This is an optimization exercise on Yosys and OpenROAD, whose aim is small area, not a production implementation.
At most, simulation tests tie the RTL to the original design; equivalence was not proved.
Function not checked in runs 3 to 5 and 7: the RTL went through the layout flow alone.
No activity file was given, so power comes from the tool's default toggle rates.

**flow/config.mk**
```make
export PLATFORM = sky130hd
export DESIGN_NAME = pulse_train_peak_capture
export DESIGN_NICKNAME = pulse_train_peak_capture
export VERILOG_FILES = /design/flow/design.v
export SDC_FILE = /design/flow/constraint.sdc
export NUM_CORES = 4
export LEC_CHECK = 0
export ABC_AREA = 1
export CAP_MARGIN = 20
export CORE_MARGIN = 2
export CORE_UTILIZATION = 40
export SLEW_MARGIN = 20
```
**flow/constraint.sdc**
```tcl
create_clock -name core_clock -period 8.0 [get_ports {clk}]
set_input_delay 1.6000 -clock core_clock [delete_from_list [all_inputs] [get_ports {clk}]]
set_output_delay 1.6000 -clock core_clock [all_outputs]
set_load 0.01 [all_outputs]
```
**flow/design.v**
```verilog
`timescale 1ns / 1ps
package ptpc_pkg;
    localparam int SENSOR_BITS_DEF = 16;
    localparam int US_PER_MS_DEF   = 1000;
    typedef struct packed {
        logic clear;
        logic restart;
        logic track;
    } peak_ctl_t;
endpackage
`timescale 1ns / 1ps
module ptpc_add
#(
    parameter int W = 8,
    parameter int B = 8
)
(
    input  logic [W-1:0] a,
    input  logic [W-1:0] b,
    input  logic         ci,
    output logic [W-1:0] s,
    output logic         co
);
    logic [W-1:0] s0;
    logic         c, k, t;   
    always_comb
    begin
        c = ci;
        for (int lo = 0; lo < W; lo += B)
        begin
            k = (lo == 0) ? ci : 1'b0;
            for (int i = lo; i < lo + B && i < W; i++)
            begin
                s0[i] = a[i] ^ b[i] ^ k;
                k     = (a[i] & b[i]) | (k & (a[i] ^ b[i]));
            end
            if (lo == 0)
            begin
                for (int i = lo; i < lo + B && i < W; i++)
                    s[i] = s0[i];
                c = k;
            end
            else
            begin
                t = 1'b1;
                for (int i = lo; i < lo + B && i < W; i++)
                begin
                    s[i] = s0[i] ^ (c & t);
                    t    = t & s0[i];
                end
                c = k | (c & t);
            end
        end
        co = c;
    end
endmodule
module ptpc_carry
#(
    parameter int W = 8
)
(
    input  logic [W-1:0] a,
    input  logic [W-1:0] b,
    input  logic         ci,
    output logic         co
);
    logic [W:0] c;
    always_comb
    begin
        c[0] = ci;
        for (int i = 0; i < W; i++)
            c[i+1] = (a[i] & b[i]) | (c[i] & (a[i] | b[i]));
    end
    assign co = c[W];
endmodule
module ptpc_peak
#(
    parameter int SENSOR_BITS = ptpc_pkg::SENSOR_BITS_DEF
)
(
    input  logic                        clk,
    input  logic                        load_base,   
    input  logic                        load_peak,   
    input  logic                        track,       
    input  logic                        held,        
    input  logic [SENSOR_BITS-1:0]      reading,
    output logic [SENSOR_BITS-1:0]      peak_out,
    output logic signed [SENSOR_BITS:0] delta_out
);
    localparam int N = SENSOR_BITS;
    logic [N-1:0] base_n_reg;    
    logic [N-1:0] peak_reg;
    logic [N:0]   delta_reg;
    logic [N-1:0] dev;
    logic         dev_c;
    ptpc_add #(.W(N), .B(6)) u_dev (.a(reading), .b(base_n_reg), .ci(1'b1),
                                    .s(dev), .co(dev_c));
    logic [N-1:0] dev_x;
    assign dev_x = dev ^ {N{!dev_c}};
    logic [N-1:0] dm1;
    logic         dm1_b;         
    logic [N-1:0] mag_m1;
    ptpc_add #(.W(N), .B(N)) u_dm1 (.a(delta_reg[N-1:0]), .b('1), .ci(1'b0),
                                    .s(dm1), .co(dm1_b));
    assign mag_m1 = delta_reg[N] ? ~delta_reg[N-1:0] : dm1;
    logic ge;
    ptpc_carry #(.W(N)) u_ge (.a(dev_x), .b(~mag_m1), .ci(!dev_c), .co(ge));
    logic take;
    assign take = load_peak || (track && (ge || (!delta_reg[N] && !dm1_b)));
    always_ff @(posedge clk)
    begin
        if (load_base)
            base_n_reg <= ~reading;
        if (take)
        begin
            peak_reg  <= reading;
            delta_reg <= load_base ? '0 : {!dev_c, dev};
        end
    end
    assign peak_out  = held ? peak_reg : '0;
    assign delta_out = held ? delta_reg : '0;
endmodule
`timescale 1ns / 1ps
module pulse_train_peak_capture
#(
    parameter int SENSOR_BITS = ptpc_pkg::SENSOR_BITS_DEF,
    parameter int US_PER_MS   = ptpc_pkg::US_PER_MS_DEF
)
(
    input  logic                        clk,
    input  logic                        rst_n,
    input  logic                        in_valid,
    output logic                        in_stall,
    input  logic [1:0]                  cmd,
    input  logic [31:0]                 now_us,
    input  logic [SENSOR_BITS-1:0]      hall_low_mv,
    input  logic [SENSOR_BITS-1:0]      hall_high_mv,
    output logic                        out_valid,
    input  logic                        out_stall,
    output logic                        run_active,
    output logic                        run_finished,
    output logic [7:0]                  pwm_level,
    output logic [2:0]                  phase_code,
    output logic [7:0]                  pulse_number,
    output logic [SENSOR_BITS-1:0]      peak_low_mv,
    output logic [SENSOR_BITS-1:0]      peak_high_mv,
    output logic signed [SENSOR_BITS:0] peak_low_delta,
    output logic signed [SENSOR_BITS:0] peak_high_delta,
    input  logic                        cfg_valid,
    output logic                        cfg_ready,
    input  logic [2:0]                  cfg_index,
    input  logic [15:0]                 cfg_data
);
    localparam logic [1:0] CMD_UPDATE = 2'd0;
    localparam logic [1:0] CMD_START  = 2'd1;
    localparam logic [1:0] CMD_STOP   = 2'd2;
    localparam logic [2:0] PH_STOP  = 3'd0;
    localparam logic [2:0] PH_PRE   = 3'd1;
    localparam logic [2:0] PH_PULSE = 3'd2;
    localparam logic [2:0] PH_GAP   = 3'd3;
    localparam logic [2:0] PH_DONE  = 3'd4;
    logic [7:0]  count_reg;      
    logic [7:0]  level_reg;
    logic [15:0] pulse_ms_reg;   
    logic [15:0] gap_ms_reg;
    logic [15:0] pre_ms_reg;
    assign cfg_ready = 1'b1;
    always_ff @(posedge clk or negedge rst_n)
    begin
        if (!rst_n)
        begin
            count_reg    <= 8'd10;
            level_reg    <= 8'd200;
            pulse_ms_reg <= 16'd30;
            gap_ms_reg   <= 16'd1000;
            pre_ms_reg   <= 16'd0;
        end
        else if (cfg_valid)
        begin
            case (cfg_index)
                3'd0: count_reg    <= (cfg_data[7:0] == 8'd0) ? 8'd1 : cfg_data[7:0];
                3'd1: level_reg    <= cfg_data[7:0];
                3'd2: pulse_ms_reg <= (cfg_data == 16'd0) ? 16'd1 : cfg_data;
                3'd3: gap_ms_reg   <= cfg_data;
                3'd4: pre_ms_reg   <= cfg_data;
                default: ;
            endcase
        end
    end
    logic                   s1_valid_reg;
    logic [1:0]             s1_cmd_reg;
    logic [31:0]            s1_now_reg;
    logic [SENSOR_BITS-1:0] s1_lo_reg;
    logic [SENSOR_BITS-1:0] s1_hi_reg;
    logic                   out_valid_reg;
    logic                   advance;
    logic                   in_accept;
    assign advance   = !out_valid_reg || !out_stall;
    assign in_stall  = s1_valid_reg && !advance;
    assign in_accept = in_valid && !in_stall;
    always_ff @(posedge clk or negedge rst_n)
    begin
        if (!rst_n)
        begin
            s1_valid_reg  <= 1'b0;
            out_valid_reg <= 1'b0;
        end
        else
        begin
            if (in_accept)
                s1_valid_reg <= 1'b1;
            else if (advance)
                s1_valid_reg <= 1'b0;
            if (advance)
                out_valid_reg <= s1_valid_reg;
        end
    end
    always_ff @(posedge clk)
    begin
        if (in_accept)
        begin
            s1_cmd_reg <= cmd;
            s1_now_reg <= now_us;
            s1_lo_reg  <= hall_low_mv;
            s1_hi_reg  <= hall_high_mv;
        end
    end
    logic [2:0]  phase_reg, phase_next;
    logic [7:0]  pwm_reg;
    logic [7:0]  cnt_reg, cnt_next;
    logic [31:0] stamp_n_reg;
    logic        en;
    logic        is_start, is_stop, is_upd;
    logic        pre_nz;
    logic        time_up;
    logic        load_stamp;
    logic        load_peak;
    logic        track;
    assign en       = advance && s1_valid_reg;
    assign is_start = (s1_cmd_reg == CMD_START);
    assign is_stop  = (s1_cmd_reg == CMD_STOP);
    assign is_upd   = (s1_cmd_reg == CMD_UPDATE);
    assign pre_nz   = (pre_ms_reg != 16'd0);
    logic [15:0] ms_sel;
    logic [31:0] elapsed_us;
    logic        stamp_zero;
    logic        ge_lo;
    always_comb
    begin
        case (phase_reg)
            PH_PRE:   ms_sel = pre_ms_reg;
            PH_PULSE: ms_sel = pulse_ms_reg;
            default:  ms_sel = gap_ms_reg;
        endcase
    end
    ptpc_add #(.W(32), .B(5)) u_el (.a(s1_now_reg), .b(stamp_n_reg), .ci(1'b1),
                                    .s(elapsed_us), .co());
    logic [23:0] op_a, op_b, op_c, op_d;
    logic [23:0] cs1_s, cs1_c, cs2_s, cs2_c;
    assign op_a = {1'b0, elapsed_us[25:3]};
    assign op_b = {8'd0, ms_sel};
    assign op_c = {7'd0, ms_sel, 1'b0};
    assign op_d = ~{1'b0, ms_sel, 7'd0};
    assign cs1_s = op_a ^ op_b ^ op_c;
    assign cs1_c = {(op_a[22:0] & op_b[22:0]) | (op_a[22:0] & op_c[22:0]) |
                    (op_b[22:0] & op_c[22:0]), 1'b0};
    assign cs2_s = cs1_s ^ cs1_c ^ op_d;
    assign cs2_c = {(cs1_s[22:0] & cs1_c[22:0]) | (cs1_s[22:0] & op_d[22:0]) |
                    (cs1_c[22:0] & op_d[22:0]), 1'b1};
    ptpc_carry #(.W(24)) u_cmp (.a(cs2_s), .b(cs2_c), .ci(1'b0), .co(ge_lo));
    assign stamp_zero = &stamp_n_reg;
    assign time_up    = (ms_sel == 16'd0) ||
                        (!stamp_zero && ((|elapsed_us[31:26]) || ge_lo));
    always_comb
    begin
        phase_next = phase_reg;
        cnt_next   = cnt_reg;
        load_stamp = 1'b0;
        load_peak  = 1'b0;
        track      = 1'b0;
        if (is_start)
        begin
            load_stamp = 1'b1;
            if (pre_nz)
            begin
                phase_next = PH_PRE;
                cnt_next   = 8'd0;
            end
            else
            begin
                phase_next = PH_PULSE;
                cnt_next   = 8'd1;
                load_peak  = 1'b1;
            end
        end
        else if (is_stop)
        begin
            phase_next = PH_STOP;
            cnt_next   = 8'd0;
        end
        else if (is_upd)
        begin
            case (phase_reg)
                PH_PRE:
                    if (time_up)
                    begin
                        phase_next = PH_PULSE;
                        load_stamp = 1'b1;
                        load_peak  = 1'b1;
                        cnt_next   = 8'd1;
                    end
                PH_PULSE:
                begin
                    track = 1'b1;
                    if (time_up)
                    begin
                        phase_next = PH_GAP;
                        load_stamp = 1'b1;
                    end
                end
                PH_GAP:
                begin
                    track = 1'b1;
                    if (time_up)
                    begin
                        load_stamp = 1'b1;
                        if (cnt_reg >= count_reg)
                            phase_next = PH_DONE;
                        else
                        begin
                            phase_next = PH_PULSE;
                            load_peak  = 1'b1;
                            cnt_next   = cnt_reg + 8'd1;
                        end
                    end
                end
                default: ;
            endcase
        end
    end
    always_ff @(posedge clk or negedge rst_n)
    begin
        if (!rst_n)
        begin
            phase_reg <= PH_STOP;
            pwm_reg   <= 8'd0;
            cnt_reg   <= 8'd0;
        end
        else if (en && (s1_cmd_reg != 2'd3))
        begin
            phase_reg <= phase_next;
            pwm_reg   <= (phase_next == PH_PULSE) ? level_reg : 8'd0;
            cnt_reg   <= cnt_next;
        end
    end
    always_ff @(posedge clk)
    begin
        if (en && load_stamp)
            stamp_n_reg <= ~s1_now_reg;
    end
    logic held;
    assign held = phase_reg[1] || phase_reg[2];
    ptpc_peak #(
        .SENSOR_BITS (SENSOR_BITS)
    ) u_peak_lo (
        .clk       (clk),
        .load_base (en && is_start),
        .load_peak (en && load_peak),
        .track     (en && track),
        .held      (held),
        .reading   (s1_lo_reg),
        .peak_out  (peak_low_mv),
        .delta_out (peak_low_delta)
    );
    ptpc_peak #(
        .SENSOR_BITS (SENSOR_BITS)
    ) u_peak_hi (
        .clk       (clk),
        .load_base (en && is_start),
        .load_peak (en && load_peak),
        .track     (en && track),
        .held      (held),
        .reading   (s1_hi_reg),
        .peak_out  (peak_high_mv),
        .delta_out (peak_high_delta)
    );
    assign out_valid    = out_valid_reg;
    assign run_active   = phase_reg[0] || phase_reg[1];
    assign run_finished = phase_reg[2];
    assign pwm_level    = pwm_reg;
    assign phase_code   = phase_reg;
    assign pulse_number = cnt_reg;
endmodule
```
**flow/flow/run.sh**
```bash
#!/bin/bash
# Standard layout, with the smallest buffer on the ports and a lighter clock tree
# (clkbuf_4 buffers, no dummy clock loads). Each tool's output goes to its own
# log under orfs/logs; make's own output goes to flow_make.log here.
set -euo pipefail
export BUFFER_PORTS_ARGS="-buffer_cell sky130_fd_sc_hd__buf_1"
export CTS_ARGS="-sink_clustering_enable -repair_clock_nets -buf_list sky130_fd_sc_hd__clkbuf_4 -dont_use_dummy_load"
bash standard.sh finish > flow_make.log 2>&1
```
**flow/standard.sh**
```bash
#!/bin/bash
# synth_recipe.tcl (not shown) runs the flow's synth.tcl, then flattens the netlist and writes it again
# the make line also repeats each setting of config.mk as NAME=value (left out here)
make -C /OpenROAD-flow-scripts/flow DESIGN_CONFIG=/design/flow/config.mk WORK_HOME=/design/flow/orfs CLKGATE_MAP_FILE= SYNTH_SCRIPT=/design/flow/synth_recipe.tcl "${@:-finish}"
```
==> qor.csv, run 1 <==
metric,value,unit
final_util,0.455,
rsz0062_at_grt,false,
synth_edf_count,196,
crit_path_start_kind,register,
grt_usage,0.167,
hold_buffers,0,
vdd_drop_max,0.133,mV
synth_cells,1682,
tightest_slew,0.965,ns
cpMaxStageDelayCell,fa_1,
ys_seq_area_frac,0.495,
hold_viol,0,
root_buffer,clkbuf_4,
first_pass_iters,5,
period_minus_slack,6.47,ns
rows,73,
die_w,205,um
wirelength,33700,um
power_leakage,8.55,nW
htreeDepth,3,
setup-violations-final,0,
status,timing/DRC/antenna clean,
area_delta_synth_final,11.9,%
place.gp.congestion,0.816,
cap_violations,0,
path_clk_slew,0.06,ns
avgSynthCellArea,9.65,um^2
reg2reg_to,u_peak_lo.peak_reg[2],
timing.critical_path.mode_cell,nand2_1,
crit_type,reg2reg,
core,0.0399,mm^2
drive_gt1_frac,0.0911,
async_flop_share,0.302,
min-delay-start,s1_hi_reg[4],
synth_cell_types,58,
whs_path_depth,0,
fmax,155,MHz
setup_tns,0,ns
worstSkewPairLatency,0.73,ns
dieArea,0.0422,mm^2
powerDensity,261,mW/mm^2
vias,11338,
min_path_type,reg2reg,
r2r_setup_slack,1.53,ns
syn_nets,1926,
grt.overflow.total,0,
maxSlewViolCount,0,
portBuffers,178,
cts.repair.resized,0,
place_hpwl,25100,um
min_to,u_peak_hi.peak_reg[4],
grt_max_degree,75,
grt_pass1_wl,55400,um
finalNetCount,2166,
tritoncts,yes,
slowest_delay,0.52,ns
drc,0,
synth_top_flop_cell,edfxtp_1,
drt_iter0_markers,583,
crit-reg2reg-launch,s1_now_reg[5],
grt_pass1_vias,11331,
antenna_found_initial,2,
clock-sinks,281,
start_util,0.407,
postRouteAntennaNets,0,
clockBufferDepth,3,
synth_area,0.0162,mm^2
synth-seq-cells,281,
cts_setup_buffers,0,
required,8.33,ns
crit_path_max_fanout,33,
timing.slew.headroom,0.350,
period_share,0.808,
cts_buffers,80,
vias_per_cell,4.63,
fin_skew,0.0910,ns
crit_path_end_kind,register,
synth_warnings,7,
critPathArrivalTime,6.80,ns
reg2regPathDepth,39,
die_h,205,um
wl_per_cell,13.8,um
ios,180,
fillers,3886,
==> worst max-delay path by stage <==
stage	start	to	slack [ns]	depth (start not counted)
2_1_floorplan	s1_now_reg[5]	stamp_n_reg[0]	0.13	36
3_5_place_dp	stamp_n_reg[5]	u_peak_hi.peak_reg[10]	1.50	39
4_1_cts	s1_now_reg[5]	u_peak_lo.peak_reg[2]	1.48	39
3_3_place_gp	s1_now_reg[5]	u_peak_hi.peak_reg[14]	1.58	39
6_report	s1_now_reg[5]	u_peak_lo.peak_reg[2]	1.53	39
5_1_grt	s1_now_reg[5]	u_peak_lo.delta_reg[1]	1.03	36
==> cell type report <==
type / count / area (um^2) / area share
clock buffer: 80 / 601 / 0.0331
antenna: 3 / 7.51 / 0.000413
multi-input combinational: 957 / 6550 / 0.361
inverter: 409 / 1540 / 0.0846
sequential: 281 / 8030 / 0.442
tap: 525 / 657 / 0.0362
timing repair buffer: 193 / 785 / 0.0432
==> cell families (layout without fill, tap and decap cells) <==
logic type,count (synthesis),count (layout),share of synthesized area
flip-flops,281,281,0.495
buffers and inverters,444,682,0.104
AO/OA/AOI/OAI,197,197,0.0690
adder cells (fa/ha/maj),154,154,0.153
XOR/XNOR,48,48,0.0259
other,1,4,0.000231
AND/OR/NAND/NOR,557,557,0.153
==> where the power goes <==
group          switching [W]  leakage (nW)  internal, W
logic                0.00119          5.31     0.000734
clock network       0.000531         0.368     0.000451
registers          0.0000948          2.87      0.00174
total                0.00181          8.55      0.00292
==> critical path, delay by kind of cell, from the launching register on <==
kind | cells | cell delay (ns)
compound gates | 3 | 0.51
xor+xnor | 1 | 0.08
fa+ha+maj | 8 | 2.96
buf+inv | 5 | 0.58
flops | 1 | 0.36
simple gates | 22 | 1.56
==> metrics by stage <==
step / instances / area, um^2 / hold slack [ns] / setup slack [ns] / total power, W
final: 2448 / 18200 / 0.441 / 1.53 / 0.00474
after global routing: 2448 / 18200 / 0.444 / 1.03 / 0.00523
after CTS: 2445 / 18200 / 0.440 / 1.48 / 0.00483
after detailed placement: 2365 / 17600 / 0.432 / 1.50 / 0.00381
after global placement: 2365 / 17600 / 0.433 / 1.58 / 0.00376
after floorplan: 1682 / 16200 / 0.426 / 0.130 / 0.00331
==> Yosys cell counts (2+ instances only) <==
cell type | n | area (um^2)
nand2_1 | 311 | 1170
a21oi_1 | 20 | 100
nand3_1 | 31 | 155
or2_1 | 3 | 18.8
dfstp_2 | 15 | 394
xor2_1 | 29 | 254
or2_2 | 19 | 119
buf_1 | 2 | 7.51
nor3b_2 | 4 | 50.1
inv_1 | 399 | 1500
a22o_1 | 5 | 43.8
buf_4 | 5 | 37.5
nand2_2 | 3 | 18.8
nor2_4 | 2 | 22.5
a221oi_2 | 2 | 30.0
inv_2 | 8 | 30.0
nand3_2 | 2 | 20.0
xnor2_1 | 19 | 166
o21ai_1 | 11 | 55.1
fa_1 | 74 | 1480
a31oi_1 | 3 | 18.8
nor2_1 | 122 | 458
nor3_1 | 10 | 50.1
nand2_4 | 4 | 45.0
o22ai_1 | 2 | 12.5
nand4_4 | 2 | 42.5
edfxtp_1 | 196 | 5890
o21ai_0 | 135 | 676
nand3b_1 | 2 | 15.0
dfrtp_1 | 70 | 1750
o211ai_1 | 5 | 37.5
nand4_1 | 26 | 163
o21a_1 | 2 | 15.0
o21ai_4 | 2 | 32.5
a21oi_4 | 2 | 32.5
clkbuf_1 | 26 | 97.6
nor4_1 | 9 | 56.3
ha_1 | 80 | 1000
==> routing by layer <==
metal	up-vias	global-route usage	share of wire
met1	5250	0.206	0.43
met4	0	0.0570	0.022
met2	249	0.288	0.50
met3	66	0.0374	0.051
met5	-	0	0
li1	5773	-	-
==> cell usage in the layout, fill, tap and decap left out, types with 2 or more instances in the layout <==
cell type	n
nor2_1	120
o22ai_1	2
o21ai_4	2
or2_2	19
buf_4	15
a31oi_1	3
nor2_4	4
fa_1	74
nor4_1	9
diode_2	3
o21ai_1	11
dfrtp_1	70
nor3_1	10
ha_1	80
a221oi_2	2
a21oi_4	2
edfxtp_1	196
o211ai_1	5
nand2_4	4
o21ai_0	135
nand4_1	26
xor2_1	29
or2_1	3
nand3b_1	2
a21oi_1	20
nand3_1	29
inv_1	398
nand4_4	2
inv_2	9
clkbuf_4	81
o21a_1	2
nand3_2	4
buf_1	177
nor3b_2	4
nand2_2	3
dfstp_2	15
a22o_1	5
xnor2_1	19
nand2_1	311
==> run 2, diff against run 1 <==
==> flow/run.sh (new file) <==
#!/bin/bash
# synth_recipe.tcl (not shown) runs the flow's synth.tcl, then flattens the netlist and writes it again
# the make line also repeats each setting of config.mk as NAME=value (left out here)
make -C /OpenROAD-flow-scripts/flow DESIGN_CONFIG=/design/flow/config.mk WORK_HOME=/design/flow/orfs CLKGATE_MAP_FILE= SYNTH_SCRIPT=/design/flow/synth_recipe.tcl finish
--- a/flow/config.mk
+++ b/flow/config.mk
@@ -6,5 +6,4 @@
 export NUM_CORES = 4
 export LEC_CHECK = 0
-export ABC_AREA = 1
 export CAP_MARGIN = 20
 export CORE_MARGIN = 2
removed: flow/flow/run.sh
removed: flow/standard.sh
==> qor.csv, run 2 <==
metric,value,unit
path_clk_slew,0.06,ns
synth.top_cells.by_area,"edfxtp_1, dfrtp_1, fa_1, ha_1, inv_1",
grt_pass1_vias,11542,
ys_seq_area_frac,0.486,
drive_gt1_frac,0.110,
critPathArrivalTime,7.38,ns
crit_path_max_fanout,8,
synth_cells,1450,
dieArea,0.0429,mm^2
async_flop_share,0.302,
synth_top_family_by_area,adder cells,
yosysTopAreaCell,edfxtp_1,
synth-simple-area-share,0.110,
portBuffers,178,
cts_buffers,35,
synth_top_flop_cell,edfxtp_1,
first_pass_iters,6,
fin_skew,0.0350,ns
crit_type,reg2reg,
synthMuxAreaShare,0.0629,
synth_edf_count,196,
synth_common_cells,"inv_1, edfxtp_1, nor2_1, o21ai_0, ha_1",
period_minus_slack,6.91,ns
grt_pass1_wl,60100,um
die_h,207,um
synth-compound-area-share,0.104,
start_util,0.405,
vias_per_cell,5.14,
yosysMostFrequentCell,inv_1,
dpl.cell_count,2131,
timing.slew.headroom,0.259,
power_leakage,8.20,nW
status,timing/DRC/antenna clean,
final_common_cell,inv_1,
antenna_found_initial,0,
drt_iter0_markers,509,
min_path_type,reg2reg,
clock-sinks,281,
syn_nets,1694,
instances_no_fill,2198,
htreeDepth,2,
cts_setup_buffers,0,
synth_area,0.0165,mm^2
grt_max_degree,74,
rsz0062_at_grt,false,
place_hpwl,26600,um
wl_met1,16500,um
root_buffer,clkbuf_16,
avgSynthCellArea,11.4,um^2
required,8.47,ns
core,0.0408,mm^2
setup_tns,0,ns
grt_usage,0.174,
wl_met3,1870,um
drc,0,
wl_met2,17300,um
postRouteAntennaNets,0,
vdd_drop_max,0.159,mV
crit_path_end_kind,register,
ios,180,
wirelength,36800,um
synth-seq-cells,281,
antennaDiodeCount,0,
fmax,145,MHz
period_share,0.864,
final_cell_mix,"inv_1, edfxtp_1, clkdlybuf4s50_1",
wl_per_cell,16.7,um
synth_xor_area_frac,0.0255,
yosysTopAreaCellShare,0.356,
hold_buffers,0,
vias,11294,
setup-violations-final,0,
worstSkewPairLatency,0.56,ns
top_layer_used,met4,
crit_path_start_kind,register,
synth_warnings,7,
place.gp.congestion,0.824,
cap_violations,0,
powerDensity,274,mW/mm^2
clockBufferDepth,3,
rows,74,
tritoncts,yes,
maxSlewViolCount,0,
hold_viol,0,
grt.overflow.total,0,
die_w,207,um
cts.repair.resized,0,
finalNetCount,1883,
synth_fa_ha_area_frac,0.152,
synth_cell_types,78,
area_delta_synth_final,22.1,%
tightest_slew,1.10,ns
==> run 2: changes by cell type after synthesis, sizes merged, moves of 30 or more <==
cell and change:
nand2 -255, inv -197, mux2 +70, o21ai -62, nor2b +46, nand2b +30
==> run 2: power by group <==
part / switching [W] / internal, W / leakage (nW)
logic: 0.00113 / 0.000932 / 4.77
registers: 0.0000834 / 0.00172 / 2.84
clock network: 0.000627 / 0.00102 / 0.588
total: 0.00184 / 0.00368 / 8.20
==> run 2: critical path: stages, from the launching register on <==
cell,delay [ns]
edfxtp_1,0.40
ha_1,0.29
o21ai_0,0.07
nand2b_1,0.08
a21oi_1,0.08
fa_1,0.40
fa_1,0.42
or4b_4,0.54
o31ai_4,0.24
a21bo_4,0.18
nand3b_1,0.13
nor2_1,0.14
xor2_1,0.11
fa_1,0.50
inv_1,0.06
fa_1,0.54
o21ai_0,0.09
a21oi_1,0.16
o2bb2ai_1,0.09
a221oi_1,0.30
o21ai_0,0.17
a32oi_2,0.49
o21ai_2,0.11
o221ai_1,0.27
nor4b_2,0.73
a22o_1,0.24
==> run 2: cell families (layout without fill, tap and decap cells) <==
kind of cell	Yosys count	in the layout
simple gates	358	358
flops	281	281
buf+inv	258	474
compound gates	252	252
fa+ha+maj	157	157
mux	95	95
xor+xnor	48	48
other cells	1	1
==> run 2: final cells by class <==
type,instances,area [um^2]
Tap cell,532,666
Timing Repair Buffer,199,1950
Sequential cell,281,8030
Fill cell,3640,20700
Clock buffer,41,920
Clock inverter,23,280
Inverter,211,792
Multi-Input combinational cell,911,7530
==> run 2: path summary, 6_finish.rpt <==
path                       depth (start not counted)           start               endpoint  slack [ns]
setup / recovery                                  25  stamp_n_reg[1]             pwm_reg[0]        1.09
hold / removal                                     0    s1_lo_reg[7]  u_peak_lo.peak_reg[7]        0.45
setup reg to reg                                  25  stamp_n_reg[1]             pwm_reg[0]        1.09
hold reg to reg                                    0    s1_lo_reg[7]  u_peak_lo.peak_reg[7]        0.45
max in group asynchronous                          2           rst_n           s1_valid_reg        5.96
min in group asynchronous                          1           rst_n         pre_ms_reg[14]        0.88
==> run 2: layer usage <==
layer / up-vias / global-route usage
met5: - / 0
met1: 5483 / 0.233
met3: 69 / 0.0334
met2: 272 / 0.284
met4: 0 / 0.0594
li1: 5470 / -
==> run 2: per-stage QoR <==
stage	util	power, W	hold WS, ns	instance area, um^2	setup WS [ns]
global placement	0.463	0.00382	0.432	18900	1.33
detailed placement	0.464	0.00389	0.433	18900	1.14
finish	0.494	0.00552	0.447	20200	1.09
CTS	0.493	0.00557	0.445	20100	1.10
global route	0.494	0.00590	0.450	20200	0.534
floorplan	-	0.00327	0.426	16500	0.404
==> run 3, diff against run 2 <==
--- a/flow/design.v
+++ b/flow/design.v
@@ -246,14 +246,16 @@
     logic        stamp_zero;
     logic        ge_lo;
-    always_comb
-    begin
-        case (phase_reg)
-            PH_PRE:   ms_sel = pre_ms_reg;
-            PH_PULSE: ms_sel = pulse_ms_reg;
-            default:  ms_sel = gap_ms_reg;
-        endcase
-    end
-    ptpc_add #(.W(32), .B(5)) u_el (.a(s1_now_reg), .b(stamp_n_reg), .ci(1'b1),
-                                    .s(elapsed_us), .co());
+    assign ms_sel = !phase_reg[1] ? pre_ms_reg :
+                    (phase_reg[0] ? gap_ms_reg : pulse_ms_reg);
+    logic        c26;
+    logic [5:0]  hx, hy;
+    logic        hi_zero;
+    ptpc_add #(.W(26), .B(5)) u_el (.a(s1_now_reg[25:0]), .b(stamp_n_reg[25:0]), .ci(1'b1),
+                                    .s(elapsed_us[25:0]), .co(c26));
+    assign elapsed_us[31:26] = '0;   
+    assign hx      = s1_now_reg[31:26];
+    assign hy      = stamp_n_reg[31:26];
+    assign hi_zero = ((hx[0] ^ hy[0]) == c26) &&
+                     ((hx[5:1] ^ hy[5:1]) == (hx[4:0] | hy[4:0]));
     logic [23:0] op_a, op_b, op_c, op_d;
     logic [23:0] cs1_s, cs1_c, cs2_s, cs2_c;
@@ -271,5 +273,5 @@
     assign stamp_zero = &stamp_n_reg;
     assign time_up    = (ms_sel == 16'd0) ||
-                        (!stamp_zero && ((|elapsed_us[31:26]) || ge_lo));
+                        (!stamp_zero && (!hi_zero || ge_lo));
     always_comb
     begin
==> flow/flow/run.sh (new file) <==
#!/bin/bash
# Standard layout, with the smallest buffer on the ports and a lighter clock tree
# (no dummy clock loads). Each tool's output goes to its own log under
# orfs/logs; make's own output goes to flow_make.log here.
set -euo pipefail
export BUFFER_PORTS_ARGS="-buffer_cell sky130_fd_sc_hd__buf_1"
export CTS_ARGS="-sink_clustering_enable -repair_clock_nets -buf_list sky130_fd_sc_hd__clkbuf_8 -sink_clustering_size 15 -sink_clustering_max_diameter 60 -dont_use_dummy_load"
bash standard.sh finish > flow_make.log 2>&1
==> flow/standard.sh (new file) <==
#!/bin/bash
# synth_recipe.tcl (not shown) runs the flow's synth.tcl, then flattens the netlist and writes it again
# the make line also repeats each setting of config.mk as NAME=value (left out here)
make -C /OpenROAD-flow-scripts/flow DESIGN_CONFIG=/design/flow/config.mk WORK_HOME=/design/flow/orfs CLKGATE_MAP_FILE= SYNTH_SCRIPT=/design/flow/synth_recipe.tcl "${@:-finish}"
--- a/flow/config.mk
+++ b/flow/config.mk
@@ -6,4 +6,5 @@
 export NUM_CORES = 4
 export LEC_CHECK = 0
+export ABC_AREA = 1
 export CAP_MARGIN = 20
 export CORE_MARGIN = 2
removed: flow/run.sh
==> qor.csv, run 3 <==
metric,value,unit
status,timing/DRC/antenna clean,
drc,0,
reg2regPathDepth,40,
crit_path_max_fanout,8,
portBuffers,178,
maxSlewViolCount,0,
cpMaxStageDelayCell,nor2_1,
drive_gt1_frac,0.0674,
clockBufferDepth,3,
avgSynthCellArea,9.66,um^2
crit_path_start_kind,register,
timing.critical_path.mode_cell,nand2_1,
final_common_cell,inv_1,
synth_top_flop_cell,edfxtp_1,
place.gp.congestion,0.806,
r2r_setup_slack,1.21,ns
wl_met2,16200,um
dieArea,0.0418,mm^2
path_buf_inv,7,
hold_buffers,0,
crit_path_end_kind,register,
period_minus_slack,6.79,ns
grt_pass1_vias,10805,
wl_per_cell,13.8,um
min-delay-start,s1_lo_reg[10],
setup_tns,0,ns
vias,10908,
timing.slew.headroom,0.278,
antenna_found_initial,0,
die_w,204,um
syn_nets,1905,
drt_iter0_markers,537,
synth_edf_count,196,
setup-violations-final,0,
dpl_cell_area,0.0174,mm^2
synth_cells,1663,
synth-seq-cells,281,
wl_met3,1460,um
root_buffer,clkbuf_8,
grt_pass1_wl,53300,um
wl_met1,14300,um
yosysTopAreaCellShare,0.366,
fmax,147,MHz
rows,73,
synth_area,0.0161,mm^2
synth_warnings,7,
p_total,0.00406,W
async_flop_share,0.302,
cts_setup_buffers,0,
postLayoutCellArea,0.0178,mm^2
fin_skew,0.0443,ns
slowest_delay,0.56,ns
min_path_type,reg2reg,
synth_cell_types,54,
final_cell_mix,"inv_1, nand2_1, edfxtp_1",
finalNetCount,2099,
htreeDepth,1,
ios,180,
vdd_drop_max,0.118,mV
top_layer_used,met4,
fillers,3887,
final_util,0.449,
period_share,0.848,
place_hpwl,24800,um
area_delta_synth_final,11.0,%
core,0.0397,mm^2
path_clk_slew,0.09,ns
required,8.54,ns
first_pass_iters,4,
wirelength,32700,um
yosysTopAreaCell,edfxtp_1,
grt_usage,0.159,
tritoncts,yes,
yosysMostFrequentCell,inv_1,
die_h,204,um
critPathArrivalTime,7.32,ns
power_leakage,8.33,nW
powerDensity,228,mW/mm^2
synth_common_cells,"inv_1, nand2_1, edfxtp_1, nor2_1, o21ai_0",
critical-path-top-delay-family,simple AND/OR/NAND/NOR gates,
grt_max_degree,68,
crit_type,reg2reg,
rsz0062_at_grt,false,
grt.overflow.total,0,
vias_per_cell,4.58,
worstSkewPairLatency,0.60,ns
postRouteAntennaNets,0,
ys_seq_area_frac,0.500,
reg2reg_to,pwm_reg[2],
clock-sinks,281,
whs_path_depth,0,
cap_violations,0,
start_util,0.404,
cts_buffers,29,
antennaDiodeCount,0,
tightest_slew,1.08,ns
crit-reg2reg-launch,s1_now_reg[5],
cts.repair.resized,0,
synth.top_cells.by_area,"edfxtp_1, dfrtp_1, inv_1, fa_1, nand2_1",
hold_viol,0,
min_to,u_peak_lo.peak_reg[10],
-- run 3: cell count changes after synthesis, moves of 27 or more --
cell	change
mux2_2	-70
nand2b_1	-30
inv_1	+177
o21ai_0	+44
nand2_1	+250
nor2b_1	-46
o22ai_1	-27
-- run 3: how the worst max path moves through the flow --
stage                              to  slack [ns]          start  cells after the start
2_1_floorplan          stamp_n_reg[0]        0.88  s1_now_reg[5]                     37
3_3_place_gp   u_peak_hi.delta_reg[8]        1.36  s1_now_reg[5]                     40
3_5_place_dp               pwm_reg[2]        1.20  s1_now_reg[5]                     40
4_1_cts                    pwm_reg[2]        1.18  s1_now_reg[5]                     40
5_1_grt                    pwm_reg[4]        0.56  s1_now_reg[5]                     40
6_report                   pwm_reg[2]        1.21  s1_now_reg[5]                     40
-- run 3: layer usage --
metal  vias to the layer above  GRT usage
li1                       5569          -
met2                       186      0.282
met3                        51     0.0274
met5                         -          0
met4                         0     0.0417
met1                      5102      0.200
-- run 3: cell type report --
cell class	instances	area, um^2	area share
Timing Repair Buffer	200	841	0.0472
Inverter	400	1500	0.0842
Tap cell	525	657	0.0368
Sequential cell	281	8030	0.450
Multi-Input combinational cell	945	6400	0.359
Clock buffer	29	399	0.0224
-- run 3: through the flow --
step                      hold WS (ns)  std cells  setup WS, ns
after floorplan                  0.426       1663         0.877
after global placement           0.436       2350          1.36
after detailed placement         0.435       2350          1.20
after CTS                        0.447       2379          1.18
after global routing             0.461       2380         0.559
final                            0.445       2380          1.21
-- run 3: cells by family after synthesis --
| logic type | share of synthesized area |
|---|---|
| compound gates | 0.0678 |
| flops | 0.500 |
| simple gates | 0.151 |
| xor+xnor | 0.0261 |
| buf+inv | 0.104 |
| fa+ha+maj | 0.152 |
| other cells | 0.000233 |
-- run 3: power by group --
group | total [W] | switching, W | leakage, nW | internal (W)
registers | 0.00181 | 0.0000826 | 2.88 | 0.00172
clock network | 0.000782 | 0.000461 | 0.209 | 0.000321
logic | 0.00147 | 0.000900 | 5.25 | 0.000572
total | 0.00406 | 0.00144 | 8.33 | 0.00262
==> run 4, diff against run 3 <==
==> flow/flow/run.sh (replaced) <==
#!/bin/bash
# Standard layout, with the smallest buffer on the ports and a lighter clock tree
# (no dummy clock loads). Each tool's output goes to its own log under
# orfs/logs; make's own output goes to flow_make.log here.
set -euo pipefail
export BUFFER_PORTS_ARGS="-buffer_cell sky130_fd_sc_hd__buf_1"
export CTS_ARGS="-sink_clustering_enable -repair_clock_nets -buf_list sky130_fd_sc_hd__clkbuf_4 -sink_clustering_size 9 -sink_clustering_max_diameter 50 -dont_use_dummy_load"
bash standard.sh finish > flow_make.log 2>&1
==> qor.csv, run 4 <==
metric,value,unit
ys_seq_area_frac,0.500,
async_flop_share,0.302,
r2r_setup_slack,1.27,ns
slowest_delay,0.57,ns
place_hpwl,24800,um
syn_nets,1905,
cts_setup_buffers,0,
rsz0062_at_grt,false,
start_util,0.404,
grt_pass1_vias,10908,
core,0.0397,mm^2
worstSkewPairLatency,0.72,ns
drc,0,
setup-violations-final,0,
wl_per_cell,13.9,um
vias,10973,
cap_violations,0,
fmax,149,MHz
synth_common_cells,"inv_1, nand2_1, edfxtp_1, nor2_1, o21ai_0",
drive_gt1_frac,0.0739,
setup_ws,1.27,ns
final_cell_mix,"inv_1, nand2_1, edfxtp_1",
finalNetCount,2112,
yosysMostFrequentCell,inv_1,
die_w,204,um
vdd_drop_max,0.125,mV
fillers,3920,
power_leakage,8.32,nW
clockBufferDepth,3,
synth_top_flop_cell,edfxtp_1,
path_clk_slew,0.10,ns
synth-seq-cells,281,
synth_cells,1663,
period_share,0.841,
htreeDepth,2,
area_delta_synth_final,10.5,%
period_minus_slack,6.73,ns
rows,73,
grt.overflow.total,0,
crit_type,reg2reg,
multi_input_area,0.00640,mm^2
maxSlewViolCount,0,
synth.top_cells.by_area,"edfxtp_1, dfrtp_1, inv_1, fa_1, nand2_1",
hold_viol,0,
first_pass_iters,5,
wirelength,33200,um
grt_max_degree,68,
avgSynthCellArea,9.66,um^2
crit_path_max_fanout,8,
dieArea,0.0418,mm^2
min_path_type,reg2reg,
antenna_found_initial,1,
powerDensity,225,mW/mm^2
root_buffer,clkbuf_4,
cpMaxStageDelayCell,nor2_1,
timing.critical_path.mode_cell,nand2_1,
drt_iter0_markers,539,
place_ws,1.20,ns
vias_per_cell,4.58,
postRouteAntennaNets,0,
fin_skew,0.0651,ns
ios,180,
synth_warnings,7,
grt_usage,0.163,
grt_pass1_wl,53800,um
tightest_slew,1.07,ns
synth_edf_count,196,
synth_cell_types,54,
final_common_cell,inv_1,
synth_area,0.0161,mm^2
cts.repair.resized,0,
crit_path_start_kind,register,
clock-sinks,281,
hold_buffers,0,
required,8.66,ns
status,timing/DRC/antenna clean,
timing.slew.headroom,0.284,
portBuffers,178,
crit_path_end_kind,register,
register_area,0.00803,mm^2
yosysTopAreaCellShare,0.366,
cts_buffers,42,
tritoncts,yes,
critPathArrivalTime,7.39,ns
place.gp.congestion,0.806,
die_h,204,um
yosysTopAreaCell,edfxtp_1,
setup_tns,0,ns
-- run 4: layout make-up --
type	instances	area share
multi-input cells	945	0.361
well taps	525	0.0370
repair buffers	200	0.0474
flip-flops and latches	281	0.453
inverters	400	0.0846
clock buffers	42	0.0178
diodes	1	0.000141
-- run 4: path summary, 6_finish.rpt --
check                               from               endpoint  cells after the start
setup reg to reg           s1_now_reg[5]             pwm_reg[2]                     40
max in group asynchronous          rst_n           count_reg[4]                      2
hold / removal              s1_hi_reg[2]  u_peak_hi.peak_reg[2]                      0
setup / recovery           s1_now_reg[5]             pwm_reg[2]                     40
hold reg to reg             s1_hi_reg[2]  u_peak_hi.peak_reg[2]                      0
min in group asynchronous          rst_n             cnt_reg[3]                      1
-- run 4: per-stage QoR --
stage	std cells	cell area, um^2	hold slack (ns)	power, W	util
3_5_place_dp	2350	17400	0.435	0.00333	0.438
6_report	2394	17700	0.449	0.00400	0.447
2_1_floorplan	1663	16100	0.426	0.00292	-
5_1_grt	2394	17700	0.458	0.00437	0.447
4_1_cts	2392	17700	0.451	0.00407	0.446
3_3_place_gp	2350	17400	0.436	0.00329	0.438
-- run 4: kinds of logic (layout without fill, tap and decap cells) --
family,after synthesis,in the layout,share of synthesized area
adders and majority gates,152,152,0.152
other,1,2,0.000233
xor gates and xnor gates,47,47,0.0261
DFF,281,281,0.500
and+or+nand+nor,559,559,0.151
buffers and inverters,437,642,0.104
AOI/OAI and AO/OA,186,186,0.0678
-- run 4: worst max-delay path, delay by kind of cell (launching register included) --
| kind | cells | cell delay (ns) |
|---|---|---|
| adders and majority gates | 7 | 2.44 |
| and+or+nand+nor | 21 | 2.69 |
| DFF | 1 | 0.36 |
| buffers and inverters | 7 | 0.42 |
| AOI/OAI and AO/OA | 5 | 0.80 |
-- run 4: power breakdown --
part / internal (W) / leakage [nW] / switching, W / total, W
Sequential: 0.00172 / 2.88 / 0.0000826 / 0.00181
Clock: 0.000241 / 0.193 / 0.000477 / 0.000718
Combinational: 0.000572 / 5.25 / 0.000901 / 0.00147
Total: 0.00254 / 8.32 / 0.00146 / 0.00400
-- run 4: routing by layer --
metal / vias to the layer above / wire, um / part of all wire / global-route usage
met5: - / 0 / 0 / 0
met4: 0 / 1120 / 0.034 / 0.0683
met3: 64 / 1540 / 0.046 / 0.0285
met2: 214 / 16200 / 0.49 / 0.281
met1: 5092 / 14300 / 0.43 / 0.201
li1: 5603 / - / - / -
==> run 5, diff against run 4 <==
--- a/flow/design.v
+++ b/flow/design.v
@@ -89,10 +89,10 @@
 );
     localparam int N = SENSOR_BITS;
-    logic [N-1:0] base_n_reg;    
+    logic [N-1:0] base_reg;
     logic [N-1:0] peak_reg;
     logic [N:0]   delta_reg;
     logic [N-1:0] dev;
     logic         dev_c;
-    ptpc_add #(.W(N), .B(6)) u_dev (.a(reading), .b(base_n_reg), .ci(1'b1),
+    ptpc_add #(.W(N), .B(16)) u_dev (.a(reading), .b(~base_reg), .ci(1'b1),
                                     .s(dev), .co(dev_c));
     logic [N-1:0] dev_x;
@@ -111,5 +111,5 @@
     begin
         if (load_base)
-            base_n_reg <= ~reading;
+            base_reg <= reading;
         if (take)
         begin
@@ -229,5 +229,5 @@
     logic [7:0]  pwm_reg;
     logic [7:0]  cnt_reg, cnt_next;
-    logic [31:0] stamp_n_reg;
+    logic [31:0] stamp_reg;
     logic        en;
     logic        is_start, is_stop, is_upd;
@@ -251,9 +251,9 @@
     logic [5:0]  hx, hy;
     logic        hi_zero;
-    ptpc_add #(.W(26), .B(5)) u_el (.a(s1_now_reg[25:0]), .b(stamp_n_reg[25:0]), .ci(1'b1),
+    ptpc_add #(.W(26), .B(13)) u_el (.a(s1_now_reg[25:0]), .b(~stamp_reg[25:0]), .ci(1'b1),
                                     .s(elapsed_us[25:0]), .co(c26));
     assign elapsed_us[31:26] = '0;   
     assign hx      = s1_now_reg[31:26];
-    assign hy      = stamp_n_reg[31:26];
+    assign hy      = ~stamp_reg[31:26];
     assign hi_zero = ((hx[0] ^ hy[0]) == c26) &&
                      ((hx[5:1] ^ hy[5:1]) == (hx[4:0] | hy[4:0]));
@@ -271,5 +271,5 @@
                     (cs1_c[22:0] & op_d[22:0]), 1'b1};
     ptpc_carry #(.W(24)) u_cmp (.a(cs2_s), .b(cs2_c), .ci(1'b0), .co(ge_lo));
-    assign stamp_zero = &stamp_n_reg;
+    assign stamp_zero = ~|stamp_reg;
     assign time_up    = (ms_sel == 16'd0) ||
                         (!stamp_zero && (!hi_zero || ge_lo));
@@ -359,5 +359,5 @@
     begin
         if (en && load_stamp)
-            stamp_n_reg <= ~s1_now_reg;
+            stamp_reg <= s1_now_reg;
     end
     logic held;
==> flow/flow/run.sh (replaced) <==
#!/bin/bash
# Standard layout (bash standard.sh), with two changes passed to ORFS:
#  - the port buffers are the smallest buffer, sky130_fd_sc_hd__buf_1;
#  - the clock tree uses clkbuf_4 buffers in clusters of at most 9 sinks,
#    without dummy loads.
# Each tool writes its full output to its own log under orfs/logs/; make's
# own output goes to flow_make.log in this folder.
set -euo pipefail
export BUFFER_PORTS_ARGS="-buffer_cell sky130_fd_sc_hd__buf_1"
export CTS_ARGS="-sink_clustering_enable -repair_clock_nets -buf_list sky130_fd_sc_hd__clkbuf_4 -sink_clustering_size 9 -sink_clustering_max_diameter 50 -dont_use_dummy_load"
bash standard.sh finish > flow_make.log 2>&1
==> qor.csv, run 5 <==
metric,value,unit
reg2reg_to,u_peak_hi.delta_reg[11],
crit_start,s1_hi_reg[0],
yosysMostFrequentCell,inv_1,
grt_pass1_wl,53500,um
async_flop_share,0.302,
hold_viol,0,
rsz0062_at_grt,true,
r2r_setup_slack,-0.13,ns
ys_seq_area_frac,0.524,
worstSkewPairLatency,0.75,ns
wl_per_cell,15.0,um
setup_tns,-3.79,ns
worstSetupEndpoint,u_peak_hi.delta_reg[11],
syn_nets,1733,
htreeDepth,2,
place.gp.congestion,0.835,
drc,0,
cap_violations,0,
synth_edf_count,196,
synth-compound-area-share,0.0718,
top_layer_used,met4,
synth_fa_ha_area_frac,0.156,
min_path_type,reg2reg,
crit_path_end_kind,register,
crit_path_start_kind,register,
period_minus_slack,8.13,ns
rows,71,
drt_iter0_markers,459,
synthMuxAreaShare,0,
synth-simple-area-share,0.133,
yosysTopAreaCellShare,0.384,
first_pass_iters,4,
wl_met1,14900,um
grt_pass1_vias,10735,
synth.top_cells.by_area,"edfxtp_1, dfrtp_1, fa_1, inv_1, nand2_1",
postRouteAntennaNets,0,
crit_type,reg2reg,
violatedChecks,negative setup slack,
timing.slew.headroom,0.322,
root_buffer,clkbuf_4,
reg2regPathDepth,45,
vdd_drop_max,0.112,mV
maxSlewViolCount,0,
finalNetCount,1986,
final_common_cell,inv_1,
cts_buffers,43,
crit_path_max_fanout,8,
synth_cells,1498,
avgSynthCellArea,10.2,um^2
synth-seq-cells,281,
drive_gt1_frac,0.136,
crit-reg2reg-launch,s1_hi_reg[0],
path_clk_slew,0.10,ns
start_util,0.406,
clockBufferDepth,3,
grt.overflow.total,0,
dpl.cell_count,2195,
synth_area,0.0153,mm^2
wl_met3,1420,um
hold_buffers,0,
clock-sinks,281,
synth_common_cells,"inv_1, nand2_1, edfxtp_1, nor2_1, o21ai_0",
slowest_delay,0.39,ns
vias_per_cell,4.71,
final_cell_mix,"inv_1, nand2_1, edfxtp_1",
fmax,123,MHz
synth_xor_area_frac,0.0246,
core,0.0378,mm^2
cpMaxStageDelayCell,edfxtp_1,
p_total,0.00414,W
instances_no_fill,2261,
powerDensity,232,mW/mm^2
dieArea,0.0399,mm^2
area_delta_synth_final,16.4,%
synth_top_flop_cell,edfxtp_1,
dpl_cell_area,0.0170,mm^2
yosysTopAreaCell,edfxtp_1,
grt_usage,0.171,
period_share,1.02,
setup_ws,-0.127,ns
synth_warnings,6,
setup-violations-final,73,
wl_met2,16900,um
synth_cell_types,50,
place_hpwl,24400,um
postLayoutCellArea,0.0178,mm^2
ios,180,
whs_path_depth,0,
die_w,200,um
fin_skew,0.112,ns
tritoncts,yes,
portBuffers,178,
power_leakage,7.89,nW
tightest_slew,1.01,ns
critPathArrivalTime,8.58,ns
wirelength,33900,um
timing.critical_path.mode_cell,fa_2,
antenna_found_initial,1,
status,finished with violations,
vias,10660,
required,8.45,ns
synth_top_family_by_area,adder cells,
grt_max_degree,67,
die_h,200,um
==> run 5: cell types whose count changed after synthesis, moves of 10 or more <==
| cell | change |
|---|---|
| nand2_1 | -41 |
| ha_1 | -14 |
| xnor2_1 | +12 |
| inv_1 | -79 |
| o21ai_0 | -11 |
| xor2_1 | -15 |
| o22ai_1 | +10 |
| nor2_1 | -14 |
==> run 5: worst min-delay path by stage <==
stage          slack [ns]      startpoint       endpoint
2_1_floorplan        0.43   s1_now_reg[0]   stamp_reg[0]
3_3_place_gp         0.44  s1_now_reg[29]  stamp_reg[29]
3_5_place_dp         0.43  s1_now_reg[29]  stamp_reg[29]
4_1_cts              0.46  s1_now_reg[29]  stamp_reg[29]
5_1_grt              0.45  s1_now_reg[13]  stamp_reg[13]
6_report             0.44  s1_now_reg[13]  stamp_reg[13]
==> run 5: per-layer routing <==
metal | track usage | vias to the layer above
li1 | - | 5296
met5 | 0 | -
met4 | 0.0612 | 0
met1 | 0.212 | 5095
met2 | 0.303 | 217
met3 | 0.0284 | 52
==> run 5: metrics by stage <==
step | worst slack (ns) | hold WS (ns) | utilization
after floorplan | 0.0144 | 0.426 | -
after global placement | -0.380 | 0.436 | 0.449
after detailed placement | -0.515 | 0.434 | 0.450
after CTS | -0.188 | 0.456 | 0.468
after global routing | -0.616 | 0.454 | 0.473
final | -0.127 | 0.442 | 0.473
==> run 5: layout make-up <==
type | count | area (um^2)
well taps | 511 | 639
repair buffers | 241 | 1350
fillers | 3552 | 19900
inverters | 316 | 1190
flip-flops and latches | 281 | 8030
multi-input cells | 868 | 6310
diodes | 1 | 2.50
clock buffers | 43 | 323
==> run 5: what timing repair did <==
item	CTS	global route
setup endpoints to repair	116	117
buffers inserted	10	5
pin swaps	47	8
cloned	5	4
gates resized for setup	48	20
==> run 5: cells by family after synthesis <==
| kind of cell | count (synthesis) |
|---|---|
| compound gates | 187 |
| xor+xnor | 43 |
| fa+ha+maj | 145 |
| buf+inv | 353 |
| flops | 281 |
| other cells | 1 |
| simple gates | 488 |
==> run 5: worst max-delay path, delay by kind of cell (launching register included) <==
family                   cells  cell delay (ns)
buffers and inverters        9             0.73
XOR/XNOR                     1             0.15
adder cells (fa/ha/maj)     16             4.88
flip-flops                   1             0.39
AND/OR/NAND/NOR             10             0.72
AO/OA/AOI/OAI                9             0.91
==> run 5: where the power goes <==
| group | internal, W | total, W | switching [W] |
|---|---|---|---|
| logic | 0.000654 | 0.00160 | 0.000946 |
| clock network | 0.000246 | 0.000720 | 0.000474 |
| registers | 0.00172 | 0.00182 | 0.0000956 |
| total | 0.00262 | 0.00414 | 0.00152 |
==> run 6, diff against run 5 <==
--- a/flow/design.v
+++ b/flow/design.v
@@ -94,5 +94,5 @@
     logic [N-1:0] dev;
     logic         dev_c;
-    ptpc_add #(.W(N), .B(16)) u_dev (.a(reading), .b(~base_reg), .ci(1'b1),
+    ptpc_add #(.W(N), .B(9)) u_dev (.a(reading), .b(~base_reg), .ci(1'b1),
                                     .s(dev), .co(dev_c));
     logic [N-1:0] dev_x;
@@ -251,5 +251,5 @@
     logic [5:0]  hx, hy;
     logic        hi_zero;
-    ptpc_add #(.W(26), .B(13)) u_el (.a(s1_now_reg[25:0]), .b(~stamp_reg[25:0]), .ci(1'b1),
+    ptpc_add #(.W(26), .B(9)) u_el (.a(s1_now_reg[25:0]), .b(~stamp_reg[25:0]), .ci(1'b1),
                                     .s(elapsed_us[25:0]), .co(c26));
     assign elapsed_us[31:26] = '0;   
==> qor.csv, run 6 <==
metric,value,unit
status,timing/DRC/antenna clean,
dieArea,0.0408,mm^2
vias_per_cell,4.66,
yosysTopAreaCellShare,0.376,
antenna_found_initial,1,
hold_viol,0,
htreeDepth,2,
worstSkewPairLatency,0.74,ns
tightest_slew,0.992,ns
yosysMostFrequentCell,inv_1,
reg2regPathDepth,42,
final_cell_mix,"inv_1, nand2_1, edfxtp_1",
synth-seq-cells,281,
ios,180,
synth_cell_types,47,
vias,10695,
wl_per_cell,14.6,um
timing.critical_path.mode_cell,nand2_1,
period_share,0.931,
root_buffer,clkbuf_4,
first_pass_iters,5,
ys_seq_area_frac,0.513,
crit-reg2reg-launch,s1_now_reg[1],
setup-violations-final,0,
grt_max_degree,75,
slowest_delay,0.55,ns
die_h,202,um
crit_path_max_fanout,17,
rows,72,
cap_violations,0,
synth_warnings,7,
crit_path_end_kind,register,
reg2reg_to,u_peak_hi.peak_reg[13],
postLayoutCellArea,0.0174,mm^2
dpl_cell_area,0.0170,mm^2
required,8.39,ns
area_delta_synth_final,10.8,%
hold_ws,0.438,ns
crit_start,s1_now_reg[1],
die_w,202,um
min-delay-start,s1_now_reg[9],
rsz0062_at_grt,false,
place.gp.congestion,0.794,
crit_path_start_kind,register,
maxSlewViolCount,0,
synth_common_cells,"inv_1, nand2_1, edfxtp_1, nor2_1, o21ai_0",
drc,0,
period_minus_slack,7.45,ns
syn_nets,1815,
crit_type,reg2reg,
clock-sinks,281,
vdd_drop_max,0.114,mV
synth_area,0.0157,mm^2
final_common_cell,inv_1,
synth_top_flop_cell,edfxtp_1,
fmax,134,MHz
power_leakage,7.92,nW
drive_gt1_frac,0.0720,
synth.top_cells.by_area,"edfxtp_1, dfrtp_1, fa_1, inv_1, nand2_1",
fin_skew,0.0802,ns
grt_pass1_vias,10942,
cpMaxStageDelayCell,fa_1,
clockBufferDepth,3,
r2r_setup_slack,0.55,ns
cts_buffers,42,
yosysTopAreaCell,edfxtp_1,
finalNetCount,2018,
critPathArrivalTime,7.83,ns
core,0.0386,mm^2
grt_pass1_wl,54100,um
start_util,0.405,
powerDensity,229,mW/mm^2
path_clk_slew,0.10,ns
postRouteAntennaNets,0,
min_path_type,reg2reg,
synth_edf_count,196,
setup_tns,0,ns
portBuffers,178,
setup_ws,0.554,ns
place_hpwl,24500,um
worstSetupEndpoint,u_peak_hi.peak_reg[13],
timing.slew.headroom,0.339,
grt_usage,0.167,
tritoncts,yes,
wirelength,33500,um
avgSynthCellArea,9.94,um^2
async_flop_share,0.302,
synth_cells,1577,
drt_iter0_markers,460,
place_ws,0.509,ns
grt.overflow.total,0,
## run 6: changes by cell type in the layout (fill, tap and decap cells not counted), moves of 14 or more
| cell | previous run | this run |
|---|---|---|
| nand2_1 | 264 | 282 |
| inv_1 | 303 | 347 |
| fa_1 | 40 | 74 |
| nor2_1 | 115 | 131 |
| buf_4 | 41 | 14 |
| fa_2 | 38 | 1 |
| o21ai_0 | 109 | 123 |
## run 6: worst max-delay path, delay by kind of cell, from the launching register on
family	cells	cell delay [ns]
simple gates	24	1.84
compound gates	4	0.57
fa+ha+maj	10	3.95
buf+inv	4	0.35
flops	1	0.40
## run 6: cell type report
| cell class | instances | area [um^2] |
|---|---|---|
| Antenna cell | 1 | 2.50 |
| Clock buffer | 42 | 315 |
| Fill cell | 3716 | 21300 |
| Inverter | 349 | 1310 |
| Multi-Input combinational cell | 910 | 6200 |
| Sequential cell | 281 | 8030 |
| Tap cell | 518 | 648 |
| Timing Repair Buffer | 196 | 847 |
## run 6: what timing repair did
item,in CTS,in global routing
setup endpoints to repair,0,49
setup buffers,0,0
hold buffers,0,0
gates resized for setup,0,3
## run 6: cells by family after synthesis
group,Yosys count,synth area share
DFF,281,0.513
AOI/OAI and AO/OA,183,0.0672
and+or+nand+nor,528,0.144
xor gates and xnor gates,50,0.0279
other,1,0.000239
buffers and inverters,386,0.0936
adders and majority gates,148,0.154
## run 6: worst min-delay path by stage
stage / to / slack, ns / depth (start not counted)
after CTS: stamp_reg[9] / 0.43 / 0
final: stamp_reg[9] / 0.44 / 0
after detailed placement: stamp_reg[27] / 0.44 / 0
after global routing: stamp_reg[9] / 0.45 / 0
after global placement: stamp_reg[0] / 0.44 / 0
after floorplan: stamp_reg[0] / 0.43 / 0
## run 6: per-layer routing
layer  routed length, um  share of wire  global-route usage  vias to the layer above
li1                    -              -                   -                     5384
met2               16600           0.50               0.293                      215
met4                 939          0.028              0.0607                        0
met3                1510          0.045              0.0279                       61
met5                   0              0                   0                        -
met1               14400           0.43               0.206                     5035
## run 6: stage by stage
stage / power, W / utilization / instances
detailed placement: 0.00332 / 0.440 / 2252
floorplan: 0.00291 / - / 1577
global placement: 0.00327 / 0.440 / 2252
CTS: 0.00405 / 0.448 / 2294
global route: 0.00435 / 0.449 / 2297
finish: 0.00398 / 0.449 / 2297
## run 6: report_power, final
part           internal (W)  leakage [nW]  switching [W]
Combinational      0.000576          4.85       0.000880
Sequential          0.00172          2.88      0.0000891
Clock              0.000241         0.193       0.000468
Total               0.00254          7.92        0.00144
==> run 7, diff against run 6 <==
--- a/flow/design.v
+++ b/flow/design.v
@@ -84,4 +84,5 @@
     input  logic                        track,       
     input  logic                        held,        
+    input  logic                        dvalid,      
     input  logic [SENSOR_BITS-1:0]      reading,
     output logic [SENSOR_BITS-1:0]      peak_out,
@@ -107,5 +108,5 @@
     ptpc_carry #(.W(N)) u_ge (.a(dev_x), .b(~mag_m1), .ci(!dev_c), .co(ge));
     logic take;
-    assign take = load_peak || (track && (ge || (!delta_reg[N] && !dm1_b)));
+    assign take = load_peak || (track && (ge || !dvalid || (!delta_reg[N] && !dm1_b)));
     always_ff @(posedge clk)
     begin
@@ -115,9 +116,9 @@
         begin
             peak_reg  <= reading;
-            delta_reg <= load_base ? '0 : {!dev_c, dev};
+            delta_reg <= {!dev_c, dev};
         end
     end
     assign peak_out  = held ? peak_reg : '0;
-    assign delta_out = held ? delta_reg : '0;
+    assign delta_out = (held && dvalid) ? delta_reg : '0;
 endmodule
 `timescale 1ns / 1ps
@@ -362,4 +363,12 @@
     end
     logic held;
+    logic dvalid_reg;    
+    always_ff @(posedge clk)
+    begin
+        if (en && is_start)
+            dvalid_reg <= 1'b0;
+        else if (en && (track || load_peak))
+            dvalid_reg <= 1'b1;
+    end
     assign held = phase_reg[1] || phase_reg[2];
     ptpc_peak #(
@@ -371,4 +380,5 @@
         .track     (en && track),
         .held      (held),
+        .dvalid    (dvalid_reg),
         .reading   (s1_lo_reg),
         .peak_out  (peak_low_mv),
@@ -383,4 +393,5 @@
         .track     (en && track),
         .held      (held),
+        .dvalid    (dvalid_reg),
         .reading   (s1_hi_reg),
         .peak_out  (peak_high_mv),
==> qor.csv, run 7 <==
metric,value,unit
p_comb_frac,0.375,
async_flop_share,0.301,
rsz0062_at_grt,false,
antenna_found_initial,2,
required,8.40,ns
timing.critical_path.mode_cell,nand2_1,
ys_seq_area_frac,0.517,
tritoncts,yes,
dieArea,0.0405,mm^2
die_w,201,um
synth_area,0.0156,mm^2
grt_pass1_vias,10701,
p_total,0.00405,W
core,0.0386,mm^2
synth_edf_count,196,
place.gp.congestion,0.851,
status,timing/DRC/antenna clean,
power_leakage,7.66,nW
period_share,0.926,
drc,0,
fin_skew,0.0850,ns
synth_common_cells,"inv_1, nand2_1, edfxtp_1, nor2_1, o21ai_0",
ios,180,
hold_viol,0,
seqPwrFrac,0.450,
avgSynthCellArea,10.2,um^2
finalNetCount,1981,
drive_gt1_frac,0.110,
crit_path_start_kind,register,
final_cell_mix,"inv_1, nand2_1, edfxtp_1",
tightest_slew,1.07,ns
setup-violations-final,0,
start_util,0.404,
critPathArrivalTime,7.81,ns
vias,10651,
switching_share,0.368,
yosysTopAreaCellShare,0.378,
setup_tns,0,ns
vdd_drop_max,0.135,mV
crit_path_max_fanout,33,
whs_path_depth,0,
crit-reg2reg-launch,s1_now_reg[9],
synth.top_cells.by_area,"edfxtp_1, dfrtp_1, fa_1, inv_1, nand2_1",
worstSkewPairLatency,0.75,ns
hold_buffers,0,
crit_type,reg2reg,
synth_cell_types,54,
path_clk_slew,0.09,ns
cpMaxStageDelayCell,fa_1,
grt.overflow.total,0,
grt_max_degree,56,
syn_nets,1772,
synth_cells,1534,
clockBufferDepth,3,
r2r_setup_slack,0.59,ns
synth_warnings,7,
cap_violations,0,
slowest_delay,0.53,ns
reg2regPathDepth,35,
grt_usage,0.169,
crit_path_end_kind,register,
synth-seq-cells,282,
cts.repair.resized,0,
drt_iter0_markers,471,
wl_per_cell,14.7,um
area_delta_synth_final,10.9,%
maxSlewViolCount,0,
synth_top_flop_cell,edfxtp_1,
final_util,0.448,
power_switching,0.00149,W
timing.slew.headroom,0.283,
wirelength,33300,um
grt_pass1_wl,54300,um
min-delay-start,s1_now_reg[29],
vias_per_cell,4.71,
root_buffer,clkbuf_4,
p_int,0.00256,W
clock-sinks,282,
postRouteAntennaNets,0,
reg2reg_to,u_peak_hi.delta_reg[7],
min_path_type,reg2reg,
htreeDepth,2,
powerDensity,234,mW/mm^2
pwr-share-clk,0.175,
min_to,stamp_reg[29],
yosysTopAreaCell,edfxtp_1,
portBuffers,178,
place_hpwl,24800,um
die_h,201,um
fmax,135,MHz
fillers,3809,
period_minus_slack,7.41,ns
yosysMostFrequentCell,inv_1,
cts_setup_buffers,0,
rows,72,
first_pass_iters,5,
cts_buffers,41,
run 7: cell count changes after synthesis, sizes merged, moves of 3 or more:
cell / before / now
inv: 348 / 325
xnor2: 27 / 23
nand2: 296 / 273
or2: 19 / 29
clkbuf: 31 / 25
clkinv: 1 / 5
a21oi: 19 / 14
nor4: 12 / 9
nor2: 140 / 128
nand4: 14 / 30
run 7: worst max-delay path, delay by kind of cell (launching register included):
family	cells	cell delay [ns]
AOI/OAI and AO/OA	2	0.32
adders and majority gates	12	4.70
buffers and inverters	5	0.41
DFF	1	0.40
and+or+nand+nor	16	1.21
run 7: through the flow:
step,instances,area (um^2),hold slack [ns],setup WS [ns]
finish,2262,17300,0.464,0.593
global route,2260,17300,0.485,0.171
CTS,2258,17200,0.466,0.566
detailed placement,2217,16900,0.441,0.603
global placement,2215,16900,0.442,0.677
floorplan,1534,15600,0.426,0.501
run 7: cells by family after synthesis:
group,count (synthesis),share of synthesized area
adders and majority gates,148,0.155
buffers and inverters,362,0.0884
other,1,0.000241
xor gates and xnor gates,44,0.0247
DFF,282,0.517
and+or+nand+nor,519,0.148
AOI/OAI and AO/OA,178,0.0665
run 7: final cells by class:
cell class	instances	area (um^2)	area share
Sequential cell	282	8050	0.466
Multi-Input combinational cell	890	6170	0.357
Inverter	330	1240	0.0721
Timing Repair Buffer	198	840	0.0486
Tap cell	518	648	0.0375
Clock buffer	41	308	0.0178
Antenna cell	3	7.51	0.000435
run 7: how the worst max path moves through the flow:
stage	start	endpoint	slack, ns
2_1_floorplan	s1_now_reg[9]	stamp_reg[0]	0.50
3_3_place_gp	s1_now_reg[9]	u_peak_hi.peak_reg[7]	0.68
3_5_place_dp	s1_now_reg[1]	u_peak_lo.peak_reg[6]	0.60
4_1_cts	s1_now_reg[1]	u_peak_hi.delta_reg[6]	0.57
5_1_grt	s1_now_reg[1]	u_peak_hi.delta_reg[6]	0.17
6_report	s1_now_reg[9]	u_peak_hi.delta_reg[7]	0.59
run 7: routing by layer:
| metal | vias up | share of wire | global-route usage |
|---|---|---|---|
| li1 | 5323 | - | - |
| met1 | 5021 | 0.42 | 0.211 |
| met2 | 254 | 0.50 | 0.295 |
| met3 | 53 | 0.059 | 0.0348 |
| met4 | 0 | 0.022 | 0.0546 |
| met5 | - | 0 | 0 |
run 7: power by group through the flow:
stage                     clock network [W]  logic (W)  registers (W)
after floorplan                           0    0.00113        0.00183
after global placement                    0    0.00149        0.00185
after detailed placement                  0    0.00153        0.00186
after CTS                          0.000758    0.00154        0.00182
after global routing               0.000810    0.00178        0.00184
final                              0.000706    0.00152        0.00182

-- re-timing with driven ports --
Ports are ideal in the flow. The routed layouts listed here were re-timed in OpenROAD. Step 1 assumes that a clkbuf_16 drives the clock port and a buf_2 every other input. Step 2 times the ports against the registers' clock, not the clock port: input delays grow and output delays shrink by t, the midpoint of the rising clock arrivals with the driver on. Three values: ideal ports, drivers, drivers and shift; two values: the first two.
| run | t, ns | slack for setup (ns) | worst data-port slew with drivers (ns) | pins driven straight from the clock port |
|---|---|---|---|---|
| run 1 | 0.726 | 1.532 / 1.532 / 1.532 | 0.07 | 1 |
| run 2 | 0.593 | 1.091 / 1.091 / 1.091 | 0.07 | 1 |
| run 3 | 0.628 | 1.214 / 1.214 / 1.214 | 0.09 | 1 |
| run 4 | 0.734 | 1.269 / 1.269 / 1.269 | 0.09 | 1 |
| run 5 | 0.739 | -0.127 / -0.127 / -0.127 | 0.08 | 1 |
| run 6 | 0.744 | 0.554 / 0.554 / 0.554 | 0.08 | 1 |
| run 7 | 0.756 | 0.593 / 0.593 / 0.593 | 0.09 | 1 |
